This is an optimization exercise on Yosys and OpenROAD, whose aim is small area and a short achievable clock period, not a production implementation.
Only simulation tests tie the RTL to the original design; equivalence was not proved.
Power is estimated from default activity; no workload was simulated.

== v5 ==
// sssp_top
module sssp_top #(
    parameter int ADDR_W = 6
) (
    input  logic             clk,
    input  logic             rst,
    input  sssp_pkg::word_t  word_in,
    input  logic             word_in_valid,
    input  sssp_pkg::level_t current_level,
    input  logic             last_input_in,
    output sssp_pkg::word_t  word_out,
    output logic             valid_out,
    output logic             done
);
Size: roughly 5200 cells after synthesis, ~890 flip-flops.
clock: 8.0 ns
lec_check: 0
abc_area: 1
cap_margin: 20
core_margin: 2
core_utilization: 40
cts_cluster_diameter: 100
cts_cluster_size: 30
setup_slack_margin: 5
slew_margin: 20
standard.sh (not shown) runs the stock make flow with config.mk's settings and CLKGATE_MAP_FILE= SYNTH_SCRIPT=/design/flow/synth_recipe.tcl, a recipe that flattens the netlist after the stock synthesis.
==> flow/flow/run.sh <==
#!/bin/bash
# Own flow: the standard layout (standard.sh), stopped after global placement
# to let one tie-low cell drive a group of neighbouring constant-zero output
# ports (flow/merge_ties.tcl), then run on to the end unchanged. The ports are
# buffered with the smallest buffer, which the timing repair upsizes where needed.
set -euo pipefail
ports="BUFFER_PORTS_ARGS=-buffer_cell sky130_fd_sc_hd__buf_1"
results=$(sed -n 's/^if \[\[ -f \(.*\)\/6_final.odb \]\]; then$/\1/p' standard.sh)
results=${results//\'/}
test -n "$results"
bash standard.sh "$ports" 3_3_place_gp > standard_to_gp.log 2>&1
TIE_ODB="$results/3_3_place_gp.odb" TIE_GROUP=24 openroad -no_init -exit flow/merge_ties.tcl > merge_ties.log 2>&1
bash standard.sh "$ports" finish > standard_finish.log 2>&1
==> flow/flow/merge_ties.tcl <==
# After global placement (pins placed, tie cells one per port), let one tie-low
# cell drive up to $group neighbouring constant-zero output ports: the tie cells
# whose LO net reaches only top-level ports are grouped by pin position along
# the die edge, and each group keeps one of them.
set odb $::env(TIE_ODB)
set group $::env(TIE_GROUP)
read_db $odb
set block [ord::get_db_block]
set die [$block getDieArea]
set W [$die xMax]
set H [$die yMax]
set items {}
foreach inst [$block getInsts] {
  if {[[$inst getMaster] getName] ne "sky130_fd_sc_hd__conb_1"} { continue }
  set lo [$inst findITerm LO]
  set net [$lo getNet]
  if {$net eq "NULL" || $net eq ""} { continue }
  set others 0
  foreach it [$net getITerms] { if {[[$it getInst] getName] ne [$inst getName]} { incr others } }
  set bterms [$net getBTerms]
  if {$others != 0 || [llength $bterms] != 1} { continue }
  set bb [[lindex $bterms 0] getBBox]
  set x [expr {([$bb xMin] + [$bb xMax]) / 2}]
  set y [expr {([$bb yMin] + [$bb yMax]) / 2}]
  # position along the die edge, counter-clockwise from the origin
  set d [list $y [expr {$W - $x}] [expr {$H - $y}] $x]
  set e [lsearch -exact $d [tcl::mathfunc::min {*}$d]]
  switch $e {
    0 { set t $x }
    1 { set t [expr {$W + $y}] }
    2 { set t [expr {$W + $H + $W - $x}] }
    3 { set t [expr {2 * $W + $H + $H - $y}] }
  }
  lappend items [list $t $inst $net [lindex $bterms 0]]
}
set items [lsort -real -index 0 $items]
set removed 0
set i 0
foreach it $items {
  if {$i % $group == 0} {
    set keep_net [lindex $it 2]
  } else {
    set bt [lindex $it 3]
    $bt disconnect
    $bt connect $keep_net
    odb::dbInst_destroy [lindex $it 1]
    odb::dbNet_destroy [lindex $it 2]
    incr removed
  }
  incr i
}
puts "merge_ties: [llength $items] port ties, removed $removed, groups of up to $group ports"
write_db $odb
Edits applied to the flow inputs when going from v5 to v24:
==> flow/flow/run.sh <==
#!/bin/bash
# Own flow: the standard layout (standard.sh), stopped after global placement
# to let one tie-low cell drive a group of neighbouring constant-zero output
# ports (flow/merge_ties.tcl), then run on to the end unchanged.
set -euo pipefail
results=$(sed -n 's/^if \[\[ -f \(.*\)\/6_final.odb \]\]; then$/\1/p' standard.sh)
results=${results//\'/}
test -n "$results"
bash standard.sh 3_3_place_gp > standard_to_gp.log 2>&1
TIE_ODB="$results/3_3_place_gp.odb" TIE_GROUP=24 openroad -no_init -exit flow/merge_ties.tcl > merge_ties.log 2>&1
bash standard.sh > standard_finish.log 2>&1
Findings:
Relative to v5, post-layout minimum cycle time increased by 0.014 ns in v24. Lower wire length of the first global-routing pass goes to v5 over v24. The amount of wire on met2 after detailed routing in v24 sits 1000 um above the value recorded for v5. v24 reports a higher sequential standard cell area than v5 does.
Setup changes, v24 to v34
Settings: an added PLACE_DENSITY of 0.8.
==> flow/run.sh (new file) <==
#!/bin/bash
# synth_recipe.tcl (not shown) runs the flow's synth.tcl, then flattens the netlist and writes it again
# the make line also repeats each setting of config.mk as NAME=value (left out here)
make -C /OpenROAD-flow-scripts/flow DESIGN_CONFIG=/design/flow/config.mk WORK_HOME=/design/flow/orfs CLKGATE_MAP_FILE= SYNTH_SCRIPT=/design/flow/synth_recipe.tcl finish
removed: flow/flow/run.sh
removed: flow/flow/merge_ties.tcl
removed: flow/standard.sh
## What came out
- Number of cells on the critical path, v34 and v24: smaller value in v24
- v24 -> v34: first-pass GRT wire length decreased by a few percent
- Summary of v34 over v24: overall power fell by 0.087 mW, final-layout clock-cell area share stayed essentially flat, clock period minus final worst setup slack rose by 0.12 ns.
- Wire length ended up about 1% lower on v34 than on v24.
- Compared with v24, v34 ends up with a larger final cell area.
- Cell count: v34 vs v24 up 5.4%
- Looking at origin of the worst setup path, the word_in[449] result is from v34; the u_packer.m_vtx[4][2] one comes from v24.
- Cell with the largest stage delay on the worst path: sky130_fd_sc_hd__clkdlybuf4s50_1 -> v34, sky130_fd_sc_hd__dfxtp_1 -> v24
Setup changes, v34 to v27
Settings: CORE_UTILIZATION: 40 -> 60; PLACE_DENSITY: 0.8 -> 0.75.
Findings:
For v27, the flow was terminated by a tool error in 3_2_place_iop and produced no final design.
From v34 to v27, synthesized netlist cell count did not move at all.
v27 -> v34: summed instance area of the synthesized netlist delta 0, exact match
Going from v34 to v27, post-synthesis share of cell area spent on full adders, half adders and majority gates barely changed, die span in y dropped 18%, multiplexer share of the synthesized area barely changed, starting density of the core climbed 20 points.
In the metrics for v34 and v27, the one carrying the lower total number of placement rows is v27.
Changes in v40 relative to v27:
Settings: CORE_UTILIZATION changed from 60 to 40; PLACE_DENSITY removed (was 0.75).
==> flow/flow/run.sh (new file) <==
#!/bin/bash
set -euo pipefail
ports="BUFFER_PORTS_ARGS=-buffer_cell sky130_fd_sc_hd__buf_1"
margin="SETUP_SLACK_MARGIN=5.15"
results=$(sed -n 's/^if \[\[ -f \(.*\)\/6_final.odb \]\]; then$/\1/p' standard.sh)
results=${results//\'/}
test -n "$results"
bash standard.sh "$ports" "$margin" 3_3_place_gp > standard_to_gp.log 2>&1
TIE_ODB="$results/3_3_place_gp.odb" TIE_GROUP=24 openroad -no_init -exit flow/merge_ties.tcl > merge_ties.log 2>&1
bash standard.sh "$ports" "$margin" finish > standard_finish.log 2>&1
==> flow/flow/merge_ties.tcl (new file) <==
# After global placement (pins placed, tie cells one per port), let one tie-low
# cell drive up to $group neighbouring constant-zero output ports: the tie cells
# whose LO net reaches only top-level ports are grouped by pin position along
# the die edge, and each group keeps one of them.
set odb $::env(TIE_ODB)
set group $::env(TIE_GROUP)
read_db $odb
set block [ord::get_db_block]
set die [$block getDieArea]
set W [$die xMax]
set H [$die yMax]
set items {}
foreach inst [$block getInsts] {
  if {[[$inst getMaster] getName] ne "sky130_fd_sc_hd__conb_1"} { continue }
  set lo [$inst findITerm LO]
  set net [$lo getNet]
  if {$net eq "NULL" || $net eq ""} { continue }
  set others 0
  foreach it [$net getITerms] { if {[[$it getInst] getName] ne [$inst getName]} { incr others } }
  set bterms [$net getBTerms]
  if {$others != 0 || [llength $bterms] != 1} { continue }
  set bb [[lindex $bterms 0] getBBox]
  set x [expr {([$bb xMin] + [$bb xMax]) / 2}]
  set y [expr {([$bb yMin] + [$bb yMax]) / 2}]
  # position along the die edge, counter-clockwise from the origin
  set d [list $y [expr {$W - $x}] [expr {$H - $y}] $x]
  set e [lsearch -exact $d [tcl::mathfunc::min {*}$d]]
  switch $e {
    0 { set t $x }
    1 { set t [expr {$W + $y}] }
    2 { set t [expr {$W + $H + $W - $x}] }
    3 { set t [expr {2 * $W + $H + $H - $y}] }
  }
  lappend items [list $t $inst $net [lindex $bterms 0]]
}
set items [lsort -real -index 0 $items]
set removed 0
set i 0
foreach it $items {
  if {$i % $group == 0} {
    set keep_net [lindex $it 2]
  } else {
    set bt [lindex $it 3]
    $bt disconnect
    $bt connect $keep_net
    odb::dbInst_destroy [lindex $it 1]
    odb::dbNet_destroy [lindex $it 2]
    incr removed
  }
  incr i
}
puts "merge_ties: [llength $items] port ties, removed $removed, groups of up to $group ports"
write_db $odb
==> flow/standard.sh (new file) <==
#!/bin/bash
# synth_recipe.tcl (not shown) runs the flow's synth.tcl, then flattens the netlist and writes it again
# the make line also repeats each setting of config.mk as NAME=value (left out here)
make -C /OpenROAD-flow-scripts/flow DESIGN_CONFIG=/design/flow/config.mk WORK_HOME=/design/flow/orfs CLKGATE_MAP_FILE= SYNTH_SCRIPT=/design/flow/synth_recipe.tcl "${@:-finish}"
removed: flow/run.sh
--- outcome ---
- v40 went all the way through synthesis, placement and routing and the layout is clean on timing, DRC and antenna.
- Effective utilization at floorplan was higher in the run labelled v27.
- Going from v27 to v40, simple-gate area share of the yosys netlist did not really move, die outline width has increased, site row count went up 21, share of synthesized flip-flops with an asynchronous set or reset was more or less identical.
- Lower die height was reported by v27, not v40.
Inputs modified between v40 and v19:
==> flow/run.sh (new file) <==
#!/bin/bash
# synth_recipe.tcl (not shown) runs the flow's synth.tcl, then flattens the netlist and writes it again
# the make line also repeats each setting of config.mk as NAME=value (left out here)
make -C /OpenROAD-flow-scripts/flow DESIGN_CONFIG=/design/flow/config.mk WORK_HOME=/design/flow/orfs CLKGATE_MAP_FILE= SYNTH_SCRIPT=/design/flow/synth_recipe.tcl finish
removed: flow/flow/run.sh
removed: flow/flow/merge_ties.tcl
removed: flow/standard.sh
--- outcome ---
Higher detail-routed via count per cell among v40 and v19: v40. In v19 relative to v40, detailed route wirelength on metal3 had gone down by a little under 10%. In v19, final design instance area without fill is higher than in v40. NOTE: clock-buffer cell count in v19 exceeds that of v40. Between v40 and v19, the proportion of power drawn by combinational gates is higher for v19. Relative to v40, the global-route usage of v19 is lower by 0.62 points. Compared with v40, in v19 met3 routing resource usage after global routing shrank by 0.47 points; ratio of final minimum period to clock period went up.

## separate check: timing with driven ports
Ports are ideal in the flow. The routed layouts listed here were re-timed in OpenROAD.
Step 1 assumes that a clkbuf_16 drives the clock port and a buf_2 every other input.
Step 2 adds t to the input delays and takes it off the output delays; t is the mean of the earliest and latest rising clock arrival at the registers after step 1. Input paths then give back, and output paths get back, about the clock's delay inside the block.
a / b / c = ideal ports / drivers / drivers and shift; a / b = the first two.
run | t (ns) | setup WS [ns] | worst setup path after step 2 | cell pins on the clock port's net
v5 | 0.680 | 5.061 / 4.996 / 4.431 | input to register | 1
v24 | 0.681 | 5.047 / 4.976 / 4.424 | input to register | 1
v34 | 0.684 | 4.926 / 4.958 / 4.274 | input to register | 1
v40 | 0.682 | 5.107 / 5.097 / 4.459 | input to register | 1
v19 | 0.674 | 5.040 / 4.970 / 4.417 | input to register | 1
After both steps every run listed still meets setup and hold. The setup slack of v34, which loses most, moves by +0.032 ns with the drivers and by -0.652 ns with both steps.
